Source: an optimization exercise on an open RTL-to-GDS flow (aim: small area, a short achievable clock period and few clock cycles per item). Production flows keep margins and buffers that such runs may drop. In this exercise RTL edits were held to simulation tests only and were not proved equivalent to the original. Power and IR drop assume default switching activity.

===== flow/design.v =====
package plec_pkg;
  localparam int CAPACITY_DEF   = 64;
  localparam int ENTRY_BITS_DEF = 8;
  localparam int OP_BITS     = 3;
  localparam int INDEX_BITS  = 7;
  localparam int VALUE_BITS  = 8;
  localparam int COUNT_BITS  = 8;
  localparam int STATUS_BITS = 2;
  localparam logic [OP_BITS-1:0] OP_INSERT = 3'd0;
  localparam logic [OP_BITS-1:0] OP_APPEND = 3'd1;
  localparam logic [OP_BITS-1:0] OP_REMOVE = 3'd2;
  localparam logic [OP_BITS-1:0] OP_READ   = 3'd3;
  localparam logic [OP_BITS-1:0] OP_SWAP   = 3'd4;
  localparam logic [STATUS_BITS-1:0] ST_OK    = 2'd0;
  localparam logic [STATUS_BITS-1:0] ST_RANGE = 2'd1;
  localparam logic [STATUS_BITS-1:0] ST_FULL  = 2'd2;
endpackage
module plec_bit (
  input  logic clk_i,
  input  logic sel_q_i,
  input  logic sel_p_i,
  input  logic sel_n_i,
  input  logic sel_x_i,
  input  logic sel_y_i,
  input  logic prev_i,
  input  logic next_i,
  input  logic x_i,
  input  logic y_i,
  output logic q_o
);
  always_ff @(posedge clk_i) begin
    q_o <= (sel_q_i & q_o) | (sel_p_i & prev_i) | (sel_n_i & next_i)
         | (sel_x_i & x_i) | (sel_y_i & y_i);
  end
endmodule
module plec_cell #(
  parameter int W = 8
) (
  input  logic         clk_i,
  input  logic         sel_q_i,
  input  logic         sel_p_i,
  input  logic         sel_n_i,
  input  logic         sel_x_i,
  input  logic         sel_y_i,
  input  logic [W-1:0] prev_i,
  input  logic [W-1:0] next_i,
  input  logic [W-1:0] x_i,
  input  logic [W-1:0] y_i,
  output logic [W-1:0] q_o
);
  for (genvar b = 0; b < W; b++) begin : g_bit
    plec_bit u_bit (
      .clk_i  (clk_i),
      .sel_q_i(sel_q_i),
      .sel_p_i(sel_p_i),
      .sel_n_i(sel_n_i),
      .sel_x_i(sel_x_i),
      .sel_y_i(sel_y_i),
      .prev_i (prev_i[b]),
      .next_i (next_i[b]),
      .x_i    (x_i[b]),
      .y_i    (y_i[b]),
      .q_o    (q_o[b])
    );
  end
endmodule
module plec_mux8 #(
  parameter int N = 8,
  parameter int W = 8
) (
  input  logic [N-1:0]   sel_i,
  input  logic [N*W-1:0] data_i,
  output logic [W-1:0]   val_o
);
  always_comb begin
    val_o = '0;
    for (int i = 0; i < N; i++) begin
      val_o = val_o | ({W{sel_i[i]}} & data_i[i*W +: W]);
    end
  end
endmodule
module plec_colreg (
  input  logic       clk_i,
  input  logic [7:0] d_i,
  output logic [7:0] q_o
);
  always_ff @(posedge clk_i) begin
    q_o <= d_i;
  end
endmodule
module plec_rdport #(
  parameter int W     = 8,
  parameter bit EXTRA = 1'b0
) (
  input  logic            clk_i,
  input  logic [7:0]      col_d_i,
  input  logic [7:0]      row_d_i,
  input  logic            extra_sel_i,
  input  logic [W-1:0]    extra_i,
  input  logic [64*W-1:0] data_i,
  output logic [2*W-1:0]  val_o,      
  output logic [15:0]     col_o,      
  output logic [15:0]     row_o       
);
  logic [7:0] col [2];
  logic [7:0] row [2];
  for (genvar g = 0; g < 2; g++) begin : g_grp
    plec_colreg u_col_q (.clk_i(clk_i), .d_i(col_d_i), .q_o(col[g]));
    assign col_o[g*8 +: 8] = col[g];
  end
  for (genvar h = 0; h < 2; h++) begin : g_half
    plec_colreg u_row_q (.clk_i(clk_i), .d_i(row_d_i), .q_o(row[h]));
    assign row_o[h*8 +: 8] = row[h];
  end
  for (genvar b = 0; b < W; b++) begin : g_bit
    logic [7:0] row_val;
    logic [63:0] bit_data;
    for (genvar i = 0; i < 64; i++) begin : g_data
      assign bit_data[i] = data_i[i*W + b];
    end
    for (genvar r = 0; r < 8; r++) begin : g_row
      plec_mux8 #(.N(8), .W(1)) u_col (
        .sel_i (col[r/4]),
        .data_i(bit_data[r*8 +: 8]),
        .val_o (row_val[r])
      );
    end
    for (genvar h = 0; h < 2; h++) begin : g_half
      if (EXTRA) begin : g_extra
        plec_mux8 #(.N(9), .W(1)) u_row (
          .sel_i ({extra_sel_i, row[h]}),
          .data_i({extra_i[b], row_val}),
          .val_o (val_o[h*W + b])
        );
      end else begin : g_plain
        plec_mux8 #(.N(8), .W(1)) u_row (
          .sel_i (row[h]),
          .data_i(row_val),
          .val_o (val_o[h*W + b])
        );
      end
    end
  end
endmodule
module positional_list_engine_core #(
  parameter int CAPACITY   = plec_pkg::CAPACITY_DEF,
  parameter int ENTRY_BITS = plec_pkg::ENTRY_BITS_DEF
) (
  input  logic                              clk_i,
  input  logic                              rst_ni,
  input  logic                              req_valid_i,
  output logic                              req_ready_o,
  input  logic [plec_pkg::OP_BITS-1:0]      req_op_i,
  input  logic [plec_pkg::INDEX_BITS-1:0]   req_index_i,
  input  logic [plec_pkg::INDEX_BITS-1:0]   req_index_b_i,
  input  logic [plec_pkg::VALUE_BITS-1:0]   req_entry_value_i,
  output logic                              rsp_valid_o,
  input  logic                              rsp_ready_i,
  output logic [plec_pkg::VALUE_BITS-1:0]   rsp_read_value_o,
  output logic [plec_pkg::COUNT_BITS-1:0]   rsp_entry_count_o,
  output logic [plec_pkg::STATUS_BITS-1:0]  rsp_status_o
);
  localparam int W  = ENTRY_BITS;
  localparam int RW = plec_pkg::VALUE_BITS + 7 + plec_pkg::STATUS_BITS;
  logic       rv_q, rdy_q;
  logic       swp_q;
  logic [1:0] st_q;                        
  logic [7:0] gt_ah_q;                     
  logic [7:0] eq_ah_q [2];                 
  logic [7:0] gt_al_q;                     
  logic [7:0] eq_bh_q [2];                 
  logic [W-1:0] wv_q;
  logic [6:0] count_q, count_d;
  logic       inc_q, dec_q;                
  logic       f_xa_q, f_xc_q, f_y_q, f_p_q, f_n_q, f_rd_q;
  logic          v0_q, v1_q, v2_q;
  logic [RW-1:0] d0_q;
  logic [W+1:0]  d1_q;    
  logic [W+3:0]  d2_q;    
  logic          fire, pop;
  logic          rv_d, v0_d, v1_d;
  logic          inc, dec;
  assign fire        = rv_q;
  assign pop         = v0_q & rsp_ready_i;
  assign req_ready_o = rdy_q;
  assign inc = inc_q;      
  assign dec = dec_q;
  assign count_d = inc ? count_q + 7'd1 : (dec ? count_q - 7'd1 : count_q);
  logic       n_ins, n_app, n_rem, n_rd, n_swp;
  logic [7:0] n_eq_ah, n_gt_ah, n_eq_al, n_gt_al, n_eq_bh, n_eq_bl;
  logic [6:0] count_m;
  logic [7:0] c_eq_h, c_gt_h, c_eq_l, c_gt_l, m_eq_h, m_eq_l;
  logic       c_full, c_63, d_full;
  logic       a_lt, a_eq, a_eqm, b_lt, b_eq, b_eqm;
  logic       a_in, b_in, b_ok;
  logic [1:0] n_st;
  assign n_ins = (req_op_i == plec_pkg::OP_INSERT);
  assign n_app = (req_op_i == plec_pkg::OP_APPEND);
  assign n_rem = (req_op_i == plec_pkg::OP_REMOVE);
  assign n_rd  = (req_op_i == plec_pkg::OP_READ);
  assign n_swp = (req_op_i == plec_pkg::OP_SWAP);
  assign count_m = count_q - 7'd1;
  assign c_full  = count_q[6];
  assign c_63    = (count_q == 7'd63);
  always_comb begin
    for (int k = 0; k < 8; k++) begin
      n_eq_ah[k] = ~req_index_i[6] & (req_index_i[5:3] == 3'(k));
      n_gt_ah[k] = ~req_index_i[6] & (3'(k) > req_index_i[5:3]);
      n_eq_al[k] = (req_index_i[2:0] == 3'(k));
      n_gt_al[k] = (3'(k) > req_index_i[2:0]);
      n_eq_bh[k] = ~req_index_b_i[6] & (req_index_b_i[5:3] == 3'(k));
      n_eq_bl[k] = (req_index_b_i[2:0] == 3'(k));
      c_eq_h[k]  = ~count_q[6] & (count_q[5:3] == 3'(k));
      c_gt_h[k]  = count_q[6] | (count_q[5:3] > 3'(k));
      c_eq_l[k]  = (count_q[2:0] == 3'(k));
      c_gt_l[k]  = (count_q[2:0] > 3'(k));
      m_eq_h[k]  = ~count_m[6] & (count_m[5:3] == 3'(k));
      m_eq_l[k]  = (count_m[2:0] == 3'(k));
    end
  end
  assign a_lt  = (|(n_eq_ah & c_gt_h)) | ((|(n_eq_ah & c_eq_h)) & (|(n_eq_al & c_gt_l)));
  assign a_eq  = (|(n_eq_ah & c_eq_h)) & (|(n_eq_al & c_eq_l));
  assign a_eqm = (|(n_eq_ah & m_eq_h)) & (|(n_eq_al & m_eq_l));
  assign b_lt  = (|(n_eq_bh & c_gt_h)) | ((|(n_eq_bh & c_eq_h)) & (|(n_eq_bl & c_gt_l)));
  assign b_eq  = (|(n_eq_bh & c_eq_h)) & (|(n_eq_bl & c_eq_l));
  assign b_eqm = (|(n_eq_bh & m_eq_h)) & (|(n_eq_bl & m_eq_l));
  assign a_in   = inc ? (a_lt | a_eq) : (dec ? (a_lt & ~a_eqm) : a_lt);
  assign b_in   = inc ? (b_lt | b_eq) : (dec ? (b_lt & ~b_eqm) : b_lt);
  assign d_full = inc ? c_63 : (~dec & c_full);
  assign b_ok = n_swp & a_in & b_in;
  assign n_st[0] = ((n_ins | n_rem | n_rd) & ~a_in) | (n_swp & ~(a_in & b_in));
  assign n_st[1] = (n_ins & a_in & d_full) | (n_app & d_full);
  always_ff @(posedge clk_i) begin
    begin
      swp_q   <= n_swp;
      st_q    <= n_st;
      inc_q   <= rv_d & ((n_ins & a_in & ~d_full) | (n_app & ~d_full));
      dec_q   <= rv_d & n_rem & a_in;
      f_xa_q  <= rv_d & ((n_ins & a_in & ~d_full) | b_ok);
      f_xc_q  <= rv_d & n_app & ~d_full;
      f_y_q   <= rv_d & b_ok;
      f_p_q   <= rv_d & n_ins & a_in & ~d_full;
      f_n_q   <= rv_d & n_rem & a_in;
      f_rd_q  <= (n_rd | n_rem) & a_in;
      gt_ah_q <= n_gt_ah;
      gt_al_q <= n_gt_al;
      wv_q    <= req_entry_value_i;
    end
  end
  logic [7:0] eq_ch, eq_cl;
  always_comb begin
    for (int k = 0; k < 8; k++) begin
      eq_ch[k] = ~count_q[6] & (count_q[5:3] == 3'(k));
      eq_cl[k] = (count_q[2:0] == 3'(k));
    end
  end
  logic [7:0] r_xa, r_xc, r_y, r_pg, r_pe, r_ng, r_ne;
  always_comb begin
    for (int r = 0; r < 8; r++) begin
      r_xa[r] = f_xa_q & eq_ah_q[r/4][r];
      r_xc[r] = f_xc_q & eq_ch[r];
      r_y[r]  = f_y_q & eq_bh_q[r/4][r];
      r_pg[r] = f_p_q & gt_ah_q[r];
      r_pe[r] = f_p_q & eq_ah_q[r/4][r];
      r_ng[r] = f_n_q & gt_ah_q[r];
      r_ne[r] = f_n_q & eq_ah_q[r/4][r];
    end
  end
  logic [W-1:0] q [CAPACITY];
  logic [CAPACITY*W-1:0] q_flat;
  logic [W-1:0] val_a;
  logic [2*W-1:0] val_a2, x_bus2;
  logic [15:0]  rows_a, rows_b;
  logic [15:0]  cols_a, cols_b;
  for (genvar i = 0; i < CAPACITY; i++) begin : g_flat
    assign q_flat[i*W +: W] = q[i];
  end
  plec_rdport #(.W(W), .EXTRA(1'b0)) u_rd_a (
    .clk_i(clk_i), .col_d_i(n_eq_al), .row_d_i(n_eq_ah),
    .extra_sel_i(1'b0), .extra_i('0),
    .data_i(q_flat), .val_o(val_a2), .col_o(cols_a), .row_o(rows_a));
  plec_rdport #(.W(W), .EXTRA(1'b1)) u_rd_b (
    .clk_i(clk_i), .col_d_i(n_eq_bl), .row_d_i(n_eq_bh & {8{n_swp}}),
    .extra_sel_i(~swp_q), .extra_i(wv_q),
    .data_i(q_flat), .val_o(x_bus2), .col_o(cols_b), .row_o(rows_b));
  assign eq_ah_q[0] = rows_a[7:0];
  assign eq_ah_q[1] = rows_a[15:8];
  assign eq_bh_q[0] = rows_b[7:0];
  assign eq_bh_q[1] = rows_b[15:8];
  assign val_a = val_a2[W-1:0];
  for (genvar i = 0; i < CAPACITY; i++) begin : g_cell
    localparam int R = i / 8;
    localparam int C = i % 8;
    logic sx, sy, sp, sn;
    logic ea, eb;
    assign ea = cols_a[(R/4)*8 + C];
    assign eb = cols_b[(R/4)*8 + C];
    assign sx = (r_xa[R] & ea) | (r_xc[R] & eq_cl[C]);
    assign sy = r_y[R] & eb;
    assign sp = r_pg[R] | (r_pe[R] & gt_al_q[C]);
    assign sn = r_ng[R] | (r_ne[R] & (gt_al_q[C] | ea));
    plec_cell #(.W(W)) u_cell (
      .clk_i  (clk_i),
      .sel_q_i(~(sx | sy | sp | sn)),
      .sel_p_i(sp),
      .sel_n_i(sn),
      .sel_x_i(sx),
      .sel_y_i(sy),
      .prev_i (q[(i == 0) ? 0 : i-1]),
      .next_i (q[(i == CAPACITY-1) ? i : i+1]),
      .x_i    (x_bus2[(R/4)*W +: W]),
      .y_i    (val_a2[(R/4)*W +: W]),
      .q_o    (q[i])
    );
  end
  logic [RW-1:0] rsp_new;
  logic [W-1:0]  rd_value;
  assign rd_value = f_rd_q ? val_a : '0;
  assign rsp_new  = {rd_value, count_d, st_q};
  logic vs0, vs1, vs2, v2_d;
  logic [6:0] cnt1;
  assign vs0  = pop ? v1_q : v0_q;
  assign vs1  = pop ? v2_q : v1_q;
  assign vs2  = pop ? 1'b0 : v2_q;
  assign rv_d = req_valid_i & rdy_q;
  assign v0_d = vs0 | fire;
  assign v1_d = vs1 | (fire & vs0);
  assign v2_d = vs2 | (fire & vs1);
  assign cnt1 = ~v2_q ? count_q : (d2_q[1] ? count_q + 7'd1 : (d2_q[0] ? count_q - 7'd1 : count_q));
  always_ff @(posedge clk_i or negedge rst_ni) begin
    if (!rst_ni) begin
      rv_q    <= 1'b0;
      rdy_q   <= 1'b1;
      v0_q    <= 1'b0;
      v1_q    <= 1'b0;
      v2_q    <= 1'b0;
      count_q <= '0;
    end else begin
      rv_q    <= rv_d;
      rdy_q   <= ~v2_d & ~(v1_d & rv_d);
      v0_q    <= v0_d;
      v1_q    <= v1_d;
      v2_q    <= v2_d;
      count_q <= count_d;
    end
  end
  always_ff @(posedge clk_i) begin
    if (pop & v1_q)              d0_q <= {d1_q[W+1:2], cnt1, d1_q[1:0]};
    else if (~vs0 & fire)        d0_q <= rsp_new;
    if (pop & v2_q)              d1_q <= d2_q[W+3:2];
    else if (vs0 & ~vs1 & fire)  d1_q <= {rd_value, st_q};
    if (vs1 & fire)              d2_q <= {rd_value, st_q, dec, inc};
  end
  assign rsp_valid_o       = v0_q;
  assign rsp_read_value_o  = d0_q[RW-1 -: W];
  assign rsp_entry_count_o = {1'b0, d0_q[8:2]};
  assign rsp_status_o      = d0_q[1:0];
endmodule

===== flow/run.sh =====
#!/bin/bash
# synth_recipe.tcl (not shown) runs the flow's synth.tcl, then flattens the netlist and writes it again
# the make line also repeats each setting of config.mk as NAME=value (left out here)
make -C /OpenROAD-flow-scripts/flow DESIGN_CONFIG=/design/flow/config.mk WORK_HOME=/design/flow/orfs CLKGATE_MAP_FILE= SYNTH_SCRIPT=/design/flow/synth_recipe.tcl finish

===== flow/config.mk =====
export PLATFORM = sky130hd
export DESIGN_NAME = positional_list_engine_core
export DESIGN_NICKNAME = positional_list_engine_core
export VERILOG_FILES = /design/flow/design.v
export SDC_FILE = /design/flow/constraint.sdc
export NUM_CORES = 8
export LEC_CHECK = 0
export CAP_MARGIN = 20
export CORE_MARGIN = 2
export CORE_UTILIZATION = 45
export CTS_CLUSTER_DIAMETER = 80
export CTS_CLUSTER_SIZE = 20
export PLACE_DENSITY = 0.55
export SETUP_SLACK_MARGIN = 4.8
export SLEW_MARGIN = 20
export SYNTH_HIERARCHICAL = 1

===== flow/constraint.sdc =====
create_clock -name core_clock -period 7.5 [get_ports {clk_i}]
set_input_delay 1.5000 -clock core_clock [delete_from_list [all_inputs] [get_ports {clk_i}]]
set_output_delay 1.5000 -clock core_clock [all_outputs]
set_load 0.01 [all_outputs]

==> summary.md <==
| Metric | Value |
|---|---|
| GRT Residual Overflow | 0 |
| Yosys cell types | 83 |
| Final Hold Viols | 0 |
| Worst rel slew slack | 15.4% |
| CTS tree | yes |
| Outcome | complete, no violations |
| Crit path DAT | 3370 ps |
| Top cells by area, synth | dfxtp_1 33%, a22oi_1 23%, a222oi_1 14% |
| Final WL | 220000 µm |
| Pre-antenna DRT Iters | 17 |
| Count of final setup violators | 0 |
| Hold Startpoint | st_q[1] |
| Clk slew on worst S/H paths | 90 ps |
| Crit path launch type | flip-flop |
| Synth-to-Final Area Change | 21.7% |
| Overall routing resource usage | 47.6% |
| First-pass GRT wire length | 296000 µm |
| CTS buffer count | 44 |
| Unrepaired setup endpoints after global routing | yes |
| Period minus WS final | 2860 ps |
| Peak VDD IR | 0.000297 V |
| Maximum capacitance violations | 0 |
| Share of cells above drive strength 1 | 16.1% |
| Yosys top cell area share | 33.4% |
| Hold Crit Class | reg2reg |
| Worst-path maximum fanout | 8 |
| Final Max Slew Viols | 0 |
| Post-synth top cells | 1105 x a22oi_1, 610 x dfxtp_1, 574 x nand2_1, 528 x a222oi_1, 144 x nand4_1 |
| M1 WL | 78600 µm |
| Critical Path Sink Type | flip-flop |
| Cell Area, Synth | 36500 µm² |
| Initial Util | 45.4% |
| Number of remaining DRC errors | 0 |
| Worst-skew pair later-pin latency | 660 ps |
| Final Non-Filler Cells | 5349 |
| Largest area contributor in the netlist | dfxtp_1 |
| P_leak | 16.8 nW |
| Final Instance Area | 44400 µm² |
| Period utilisation layout | 38.2% |
| Die area | 83400 µm² |
| Hold buffers post-CTS | 0 |
| Largest net degree at the start of global routing | 65 |
| IO buf count | 47 |
| # IOs | 49 |
| Final net count | 4297 |
| Hold slack final | 528 ps |
| EDFF count, synth | 39 |
| Inst Count DP | 5094 |
| Vias/cell | 8.71 |
| Row count | 104 |
| Worst slew pin tran | 1270 ps |
| Antenna violations before repair | 13 |
| Fmax | 0.349 GHz |
| Met2 wire len | 80900 µm |
| Ys Warns | 22 |
| Async set-reset flop share out of synthesis | 1.82% |
| Number of global-route vias before repair | 41400 |
| Register-to-register setup slack | 4640 ps |
| Met3 wire len | 41500 µm |
| CTS sink cnt | 661 |
| Die height | 289 µm |
| Critical path origin | u_rd_b.g_grp[0].u_col_q.q_o[4] |
| Flop and latch count out of synthesis | 661 |
| Syn_area_per_cell | 9.15 µm² |
| CP Class | reg2reg |
| CTS H-Tree Depth | 2 |
| Post-route ant nets | 0 |
| Uppermost layer routed | met5 |
| Clock Skew | 52.5 ps |
| FF-to-FF Start | u_rd_b.g_grp[0].u_col_q.q_o[4] |
| Clock Tree Buf Depth | 3 |
| Sequential share of the synthesized area | 37.5% |
| Count leader, synth | a22oi_1 |
| Detailed-route wire length per cell | 41.1 µm |
| Post-DP Area | 38900 µm² |
| Syn Inst Count | 3992 |
| Top FF cell, synth | dfxtp_1 |
| Fillers | 7256 |
| Core ar. | 80400 µm² |
| Via count | 46600 |
| Root Buffer | clkbuf_16 |
| Required time of the critical path | 8010 ps |
| Detailed Place HPWL | 137000 µm |
| Die W | 289 µm |
| Gpl congestion | 1.03 |
| Post-route setup TNS | 0 ps |
| DR iter-0 viols | 12800 |
| PD cells | 197 nW/µm² |
## per-module statistics from Yosys (local to each module, per instance), a selection
module / copies in the design / flip-flops and latches / cells / cell area, µm²
plec_colreg: 8 / 8 / 8 / 160
plec_bit: 512 / 1 / 4 / 41.3
positional_list_engine_core: 1 / 85 / 1080 / 8120
## flip-flops by register name (all words and copies together) (netlist names), 2 cells and up
signal / count
g_cell.u_cell.g_bit.u_bit.q_o: 512
gt_al_q: 8
d0_q: 17
u_rd_a.g_grp.u_col_q.q_o: 16
gt_ah_q: 8
count_q: 7
wv_q: 8
st_q: 2
d1_q: 10
u_rd_b.g_half.u_row_q.q_o: 16
u_rd_b.g_grp.u_col_q.q_o: 16
u_rd_a.g_half.u_row_q.q_o: 16
d2_q: 12
## worst max-delay path, cell delays in order, from the launching register on
cell and delay (ps):
dfxtp_4 360, buf_12 150, buf_12 160, a22oi_2 110, nand4_1 140, buf_6 160, a222oi_1 520, nand3_2 250
buf_6 220, clkbuf_16 180, a222oi_1 340, nand2_1 90
## through the flow
stage	power (mW)	util (%)	worst slack, ps
floorplan	4.87	-	4480
global placement	5.64	48.3	3410
detailed placement	5.67	48.4	3400
CTS	8.33	52.2	4710
global route	8.86	55.3	4590
finish	8.75	55.3	4640
## logic make-up after synthesis
group	count (synthesis)	share of synthesized area, %
fa+ha+maj	7	0.240
buf+inv	147	1.60
flops	661	37.5
other cells	1	0.0103
mux	8	0.302
xor+xnor	18	0.452
simple gates	1165	15.6
compound gates	1985	44.3
## repair_timing
action	CTS	global route
setup buffers	75	71
gates resized for setup	340	322
pin swaps	76	142
gates cloned	3	32
endpoints found under the setup margin	610	555
## power by group
part           leakage (nW)  internal (mW)  switching [mW]  total, mW
Combinational          10.7          0.646            1.26       1.91
Sequential             5.45           3.78           0.398       4.18
Clock                 0.684           1.23            1.43       2.66
## area by class of cell
class	instances	area, µm²	share of cell area [%]
Sequential cell	661	13800	31.0
Tap cell	1060	1330	2.98
Inverter	27	115	0.259
Timing Repair Buffer	341	3950	8.89
Multi-Input combinational cell	3186	23900	53.7
Clock inverter	16	185	0.417
Antenna cell	5	12.5	0.0282
Clock buffer	53	1230	2.76
## layout by cell type, fill, tap and decap left out, types with 53 or more instances in the layout
| master | instances |
|---|---|
| o21a_1 | 66 |
| buf_6 | 61 |
| nand4_1 | 144 |
| a22oi_1 | 1052 |
| nor2b_1 | 114 |
| nand2_1 | 574 |
| a22oi_2 | 53 |
| buf_4 | 151 |
| a21oi_1 | 88 |
| and3_1 | 69 |
| dfxtp_1 | 588 |
| clkbuf_16 | 72 |
| a22o_1 | 54 |
| a222oi_1 | 528 |
## worst paths after layout
kind                                                         to  cells after the start
setup / recovery           g_cell[34].u_cell.g_bit[6].u_bit.q_o                     11
hold / removal                                          d2_q[3]                      0
setup reg to reg           g_cell[34].u_cell.g_bit[6].u_bit.q_o                     11
hold reg to reg                                         d2_q[3]                      0
max in group asynchronous                            count_q[3]                      1
min in group asynchronous                            count_q[4]                      1
## routing by layer
layer / up-vias / GRT usage [%]
met4: 18 / 26.5
li1: 18100 / -
met1: 22300 / 63.4
met3: 1242 / 22.4
met5: - / 0.170
met2: 4955 / 62.4
Testbench counts, summed over its fixed seeds: cycles 16,016, items 16,000.

==> static timing again, ports no longer ideal <==
How much do the figures lean on ideal ports? The routed layout below was timed once more, with nothing changed but the port constraints.
Step 1 assumes that a clkbuf_16 drives the clock port and a buf_2 every other input.
Step 2, shift: input delay + t, output delay - t, t = (earliest + latest rising clock arrival at the registers) / 2. This alone moves slack from input paths to output paths.
Slacks: ideal ports / drivers / drivers and shift; pairs: ideal ports / drivers.
t, ns: 0.696
slack for setup (ns): 4.636 / 4.636 / 4.198
hold WS [ns]: 0.528 / 0.528 / 0.528
worst slew at a driven data input, ns: 0.05
After both steps this run still meets setup and hold. The setup slack of this run moves by 0.000 ns with the drivers and by -0.438 ns with both steps.
